This is an optimization exercise on Yosys and OpenROAD, whose aim is small area, a short achievable clock period and few clock cycles per item, not a production implementation.
RTL that was checked went through simulation tests only; none was proved equivalent to the original.
Power and IR drop assume default switching activity.

tundra:
// alu_arbiter
module alu_arbiter
#(
  parameter int WIDTH   = 32,
  parameter int MUL_LAT = 3
) (
  input  logic             clk,
  input  logic             rst_n,
  input  logic             req0_valid,
  output logic             req0_ready,
  input  logic [2:0]       req0_op,
  input  logic [WIDTH-1:0] req0_a,
  input  logic [WIDTH-1:0] req0_b,
  input  logic             req1_valid,
  output logic             req1_ready,
  input  logic [2:0]       req1_op,
  input  logic [WIDTH-1:0] req1_a,
  input  logic [WIDTH-1:0] req1_b,
  output logic             resp_valid,
  input  logic             resp_ready,
  output logic             resp_id,
  output logic [WIDTH-1:0] resp_data,
  output logic             resp_zero,
  output logic             resp_neg
);
  logic last_grant, cv, cid, en, acc0, acc1, acc;
  logic [2:0] op_g;
  logic [31:0] a_g, b_g, bm_g, by_g, y;
  logic cin_q, f_q;
  logic [31:0] a_q, by_q;
  logic [15:0] one_g, two_g, neg_g, one_q, two_q, neg_q;
  logic cin_g, f_g;
  assign en         = ~resp_valid | resp_ready;
  assign req0_ready = cv & ~cid & en & (last_grant | ~req1_valid);
  assign req1_ready = cv &  cid & en & (~last_grant | ~req0_valid);
  assign acc0       = req0_valid & req0_ready;
  assign acc1       = req1_valid & req1_ready;
  assign acc        = acc0 | acc1;
  assign op_g = cid ? req0_op : req1_op;
  assign a_g  = cid ? req0_a  : req1_a;
  assign b_g  = cid ? req0_b  : req1_b;
  always_comb begin
    cin_g = 1'b0;
    f_g   = 1'b0;
    bm_g  = 32'd1;
    by_g  = '0;
    case (op_g)
      alu_pkg::ALU_MUL: bm_g = b_g;
      alu_pkg::ALU_SHL: bm_g = 32'd1 << b_g[4:0];
      alu_pkg::ALU_OR:  by_g = b_g & ~a_g;
      alu_pkg::ALU_SUB, alu_pkg::ALU_CMP: begin cin_g = 1'b1; by_g = ~b_g; end
      alu_pkg::ALU_CMM: begin cin_g = 1'b1; f_g = 1'b1; by_g = ~b_g; end
      alu_pkg::ALU_CME: begin f_g = 1'b1; by_g = ~b_g; end
  ...
==> flow/config.mk <==
export PLATFORM = sky130hd
export DESIGN_NAME = alu_arbiter
export DESIGN_NICKNAME = alu_arbiter
export VERILOG_FILES = /design/flow/design.v
export SDC_FILE = /design/flow/constraint.sdc
export NUM_CORES = 4
export LEC_CHECK = 0
export CAP_MARGIN = 20
export CORE_MARGIN = 2
export CORE_UTILIZATION = 65
export PLACE_DENSITY = 0.75
export SLEW_MARGIN = 20
export SYNTH_HIERARCHICAL = 1
export SYNTH_MINIMUM_KEEP_SIZE = 0
==> flow/constraint.sdc <==
create_clock -name core_clock -period 12.5 [get_ports {clk}]
set_input_delay 2.5000 -clock core_clock [delete_from_list [all_inputs] [get_ports {clk}]]
set_output_delay 2.5000 -clock core_clock [all_outputs]
set_load 0.01 [all_outputs]
standard.sh (not shown) runs the stock make flow with config.mk's settings and CLKGATE_MAP_FILE= SYNTH_SCRIPT=/design/flow/synth_recipe.tcl, a recipe that flattens the netlist after the stock synthesis.
==> flow/flow/run.sh <==
#!/bin/bash
# Layout: the standard ORFS flow (standard.sh), unchanged except for
# make-variable settings: a larger setup repair target (the SDC, clock period
# and I/O delays are untouched), plain buffers on the ports, and clock tree
# synthesis without dummy loads.
set -euo pipefail
bash standard.sh \
  SETUP_SLACK_MARGIN=6.75 \
  "BUFFER_PORTS_ARGS=-buffer_cell sky130_fd_sc_hd__buf_1" \
  "CTS_ARGS=-sink_clustering_enable -repair_clock_nets -dont_use_dummy_load -buf_list sky130_fd_sc_hd__clkbuf_8 -sink_clustering_size 10 -sink_clustering_max_diameter 50" \
  finish > standard_flow.log 2>&1
Testbench counts of tundra, summed over its fixed seeds: cycles 4,016, items 4,000.
Inputs modified between tundra and nickel:
- a deleted PLACE_DENSITY that had been 0.75
- a change of CORE_UTILIZATION from 65 to 40
==> flow/flow/run.sh <==
#!/bin/bash
# Layout: the standard ORFS flow (standard.sh), unchanged except for
# make-variable settings: a larger setup repair target (the SDC, clock period
# and I/O delays are untouched) and plain buffers on the ports.
set -euo pipefail
MARGIN=7
bash standard.sh \
  SETUP_SLACK_MARGIN=$MARGIN \
  "BUFFER_PORTS_ARGS=-buffer_cell sky130_fd_sc_hd__buf_1" \
  finish > standard_flow.log 2>&1
No stage failed in nickel, and the final checks on the layout all came back clean. tundra -> nickel: die area increased by more than half. Compared with tundra, nickel is the more power-hungry design. Number of non-filler instances in the completed layout (nickel / tundra): 1.12. Going from tundra to nickel, register area grew slightly. Final standard cell area without fillers: nickel vs tundra up 7.2%. Per the comparison of nickel with tundra, total net switching power up 16%; number of nets in the finished design up 1.5%. Relative max-transition margin: tundra and nickel compared, higher one is nickel. In the tables for tundra and nickel, number of antenna violations at the first check in global routing reads lower with nickel. nickel vs. tundra: non-clock buffer count now sits higher; HPWL reported at the end of detailed placement now sits higher.
> inputs changed (nickel -> amber)
- CORE_UTILIZATION now 65, was 40
- PLACE_DENSITY now 0.75, previously not set
==> flow/flow/run.sh <==
#!/bin/bash
# Layout: the standard ORFS flow (standard.sh), unchanged except for
# make-variable settings: a larger setup repair target (the SDC, clock period
# and I/O delays are untouched), plain buffers on the ports, and clock tree
# synthesis without dummy loads.
set -euo pipefail
bash standard.sh \
  SETUP_SLACK_MARGIN=6.9 \
  "BUFFER_PORTS_ARGS=-buffer_cell sky130_fd_sc_hd__buf_1" \
  "CTS_ARGS=-sink_clustering_enable -repair_clock_nets -dont_use_dummy_load" \
  finish > standard_flow.log 2>&1
--- outcome ---
Looking at via count of the routed design, amber sits 149 above nickel.
amber has post-detailed-placement cell area below what nickel had.
[diff] worst voltage drop across the vdd grid, amber relative to nickel: improvement
Compared with nickel, in amber non-filler instance count after layout now sits lower; sequential fraction of design power saw an increase; global-route met2 utilization increased 17 points.
Looking at cell with the biggest individual delay on the critical path, the and4_4 result is from amber; the fa_1 one comes from nickel.
Compared with nickel, in amber share of power burned in combinational logic increased by 0.5 points relative to the old numbers, fraction of power consumed by the clock network now smaller, number of inserted filler cells in the final layout lost 53%.
Here is what was changed in the inputs of cedar compared with amber.
- swapping 65 for 40 in CORE_UTILIZATION
- clearing PLACE_DENSITY, which used to be 0.75
==> flow/flow/run.sh <==
#!/bin/bash
# Layout: the standard ORFS flow (standard.sh), unchanged except for
# make-variable settings: a larger setup repair target (the SDC, clock period
# and I/O delays are untouched) and plain buffers on the ports.
set -euo pipefail
MARGIN=6.5
bash standard.sh \
  SETUP_SLACK_MARGIN=$MARGIN \
  "BUFFER_PORTS_ARGS=-buffer_cell sky130_fd_sc_hd__buf_1" \
  finish > standard_flow.log 2>&1
--- outcome ---
- Net count reported at finish down 20 in cedar wrt amber
- In cedar the final cell count turned out 217 higher than in amber.
- Looking at cell with the largest stage delay on the worst path, the dfxtp_1 result is from cedar; the and4_4 one comes from amber.
- Sequential share of layout area is lower on amber

alu_arbiter, a different RTL version from the one above (not shown whole).
Size in the first run: ~1,900 cells after synthesis, roughly 150 flip-flops, ~180 I/O pins, about 18,000 µm² of cells after synthesis.
clock: 12.5 ns
lec_check: 0
cap_margin: 20
core_margin: 2
core_utilization: 40
slew_margin: 20
synth_hierarchical: 1
synth_minimum_keep_size: 0
==> flow/flow/run.sh <==
#!/bin/bash
# Layout: the standard ORFS flow (standard.sh), unchanged except for
# make-variable settings: a larger setup repair target (the SDC, clock period
# and I/O delays are untouched) and plain buffers on the ports.
set -euo pipefail
MARGIN=7
bash standard.sh \
  SETUP_SLACK_MARGIN=$MARGIN \
  "BUFFER_PORTS_ARGS=-buffer_cell sky130_fd_sc_hd__buf_1" \
  finish > standard_flow.log 2>&1
Change:
--- a/flow/flow/run.sh
+++ b/flow/flow/run.sh
@@ -5,3 +5,3 @@
 set -euo pipefail
-MARGIN=7
+MARGIN=6.5
 bash standard.sh \
What happened:
- The new run completed without violations
- power decreases by about a fifth
- routed wire length falls by a few percent
- synthesized area does not change
- global-route usage shrinks by 0.55 points
- setup slack is worse by 200 ps
- first-iteration DRC count is lower slightly
- die area stays the same
- cell count shrinks by a few percent
- via count went down by a few percent
- clock power grows by roughly a tenth
No functional check of the RTL was part of any run of this note.

Setup of branch lagoon:
alu_arbiter, a different RTL version from the one above (not shown whole).
Size in the first run: roughly 1,700 cells after synthesis, ~150 flip-flops, roughly 180 I/O pins, about 19,000 sq um of cells after synthesis.
==> flow/config.mk <==
export PLATFORM = sky130hd
export DESIGN_NAME = alu_arbiter
export DESIGN_NICKNAME = alu_arbiter
export VERILOG_FILES = /design/flow/design.v
export SDC_FILE = /design/flow/constraint.sdc
export NUM_CORES = 4
export LEC_CHECK = 0
export CAP_MARGIN = 20
export CORE_MARGIN = 2
export CORE_UTILIZATION = 65
export PLACE_DENSITY = 0.75
export SLEW_MARGIN = 20
export SYNTH_HIERARCHICAL = 1
export SYNTH_MINIMUM_KEEP_SIZE = 0
==> flow/constraint.sdc <==
create_clock -name core_clock -period 12.5 [get_ports {clk}]
set_input_delay 2.5000 -clock core_clock [delete_from_list [all_inputs] [get_ports {clk}]]
set_output_delay 2.5000 -clock core_clock [all_outputs]
set_load 0.01 [all_outputs]
==> flow/flow/run.sh <==
#!/bin/bash
# Layout: the standard ORFS flow (standard.sh), unchanged except for
# make-variable settings: a larger setup repair target (the SDC, clock period
# and I/O delays are untouched), plain buffers on the ports, and clock tree
# synthesis without dummy loads.
set -euo pipefail
bash standard.sh \
  SETUP_SLACK_MARGIN=6.9 \
  "BUFFER_PORTS_ARGS=-buffer_cell sky130_fd_sc_hd__buf_1" \
  "CTS_ARGS=-sink_clustering_enable -repair_clock_nets -dont_use_dummy_load" \
  finish > standard_flow.log 2>&1
diff inputs: branch lagoon => branch ember
diff --git a/flow/flow/run.sh b/flow/flow/run.sh
--- a/flow/flow/run.sh
+++ b/flow/flow/run.sh
@@ -8 +8 @@
-  SETUP_SLACK_MARGIN=6.9 \
+  SETUP_SLACK_MARGIN=7.1 \
## What came out
- Of branch ember and branch lagoon, branch lagoon shows the lower relative contribution of combinational cells to total power, with branch ember above it.
- Between branch ember and branch lagoon, the difference in total number of multi-input combinational cells is negligible.
- The power dissipated in the clock network on branch lagoon is in line with that on branch ember.
- The critical path class comes out flip-flop to flip-flop in one run and input pin to primary output in the other, namely in branch lagoon and branch ember respectively.
- From branch lagoon to branch ember the numbers moved as follows: relative area change from synthesis to final layout picked up an extra 0.96 points, global-route wire length before repair moved up.
- On critical path depth, the lower figure sits with branch ember, not branch lagoon.
- The higher final worst-path setup slack of branch ember and branch lagoon is in branch ember.
- The core of branch ember is more densely filled than that of branch lagoon.
- Between branch ember and branch lagoon, the sequential share of layout area figures differ only marginally.
- Of branch ember and branch lagoon, the run reporting the higher final critical-path share of the clock period was branch lagoon.
No run of this note included a check of the RTL's function; only the layout flow was run.

## port drivers added, routing unchanged
The flow's constraints put no driver on any port. The routed layouts listed below were extracted and timed again, unchanged, in two steps. Step 1 assumes that a clkbuf_16 drives the clock port and a buf_2 every other input. Step 2 also shifts input and output timing later by t, the mid clock arrival at the registers, as if the neighbouring blocks saw the same clock. a / b / c = ideal ports / drivers / drivers and shift; a / b = the first two.
run	shift t [ns]	setup slack, ns	clock arrival spread, ns	slew at the worst register clock pin (ns)	cell pins on the clock port's net
tundra	0.502	6.770 / 6.747 / 6.747	0.053 / 0.053	0.12 / 0.12	1
nickel	0.509	6.948 / 6.911 / 6.911	0.030 / 0.030	0.09 / 0.09	1
amber	0.478	6.931 / 6.857 / 6.857	0.021 / 0.022	0.07 / 0.07	1
cedar	0.506	6.679 / 6.679 / 6.679	0.025 / 0.024	0.08 / 0.08	1
the first run of note 2	0.506	6.844 / 6.844 / 6.844	0.017 / 0.017	0.08 / 0.08	1
the second run of note 2	0.520	6.641 / 6.641 / 6.641	0.014 / 0.014	0.07 / 0.07	1
branch lagoon	0.476	6.974 / 6.940 / 6.940	0.018 / 0.018	0.07 / 0.07	1
branch ember	0.476	7.041 / 7.000 / 7.000	0.019 / 0.019	0.07 / 0.07	1
After both steps setup and hold are still met in every run listed. For amber, which loses most, drivers alone change the setup slack by -0.074 ns; drivers and shift together by -0.074 ns.
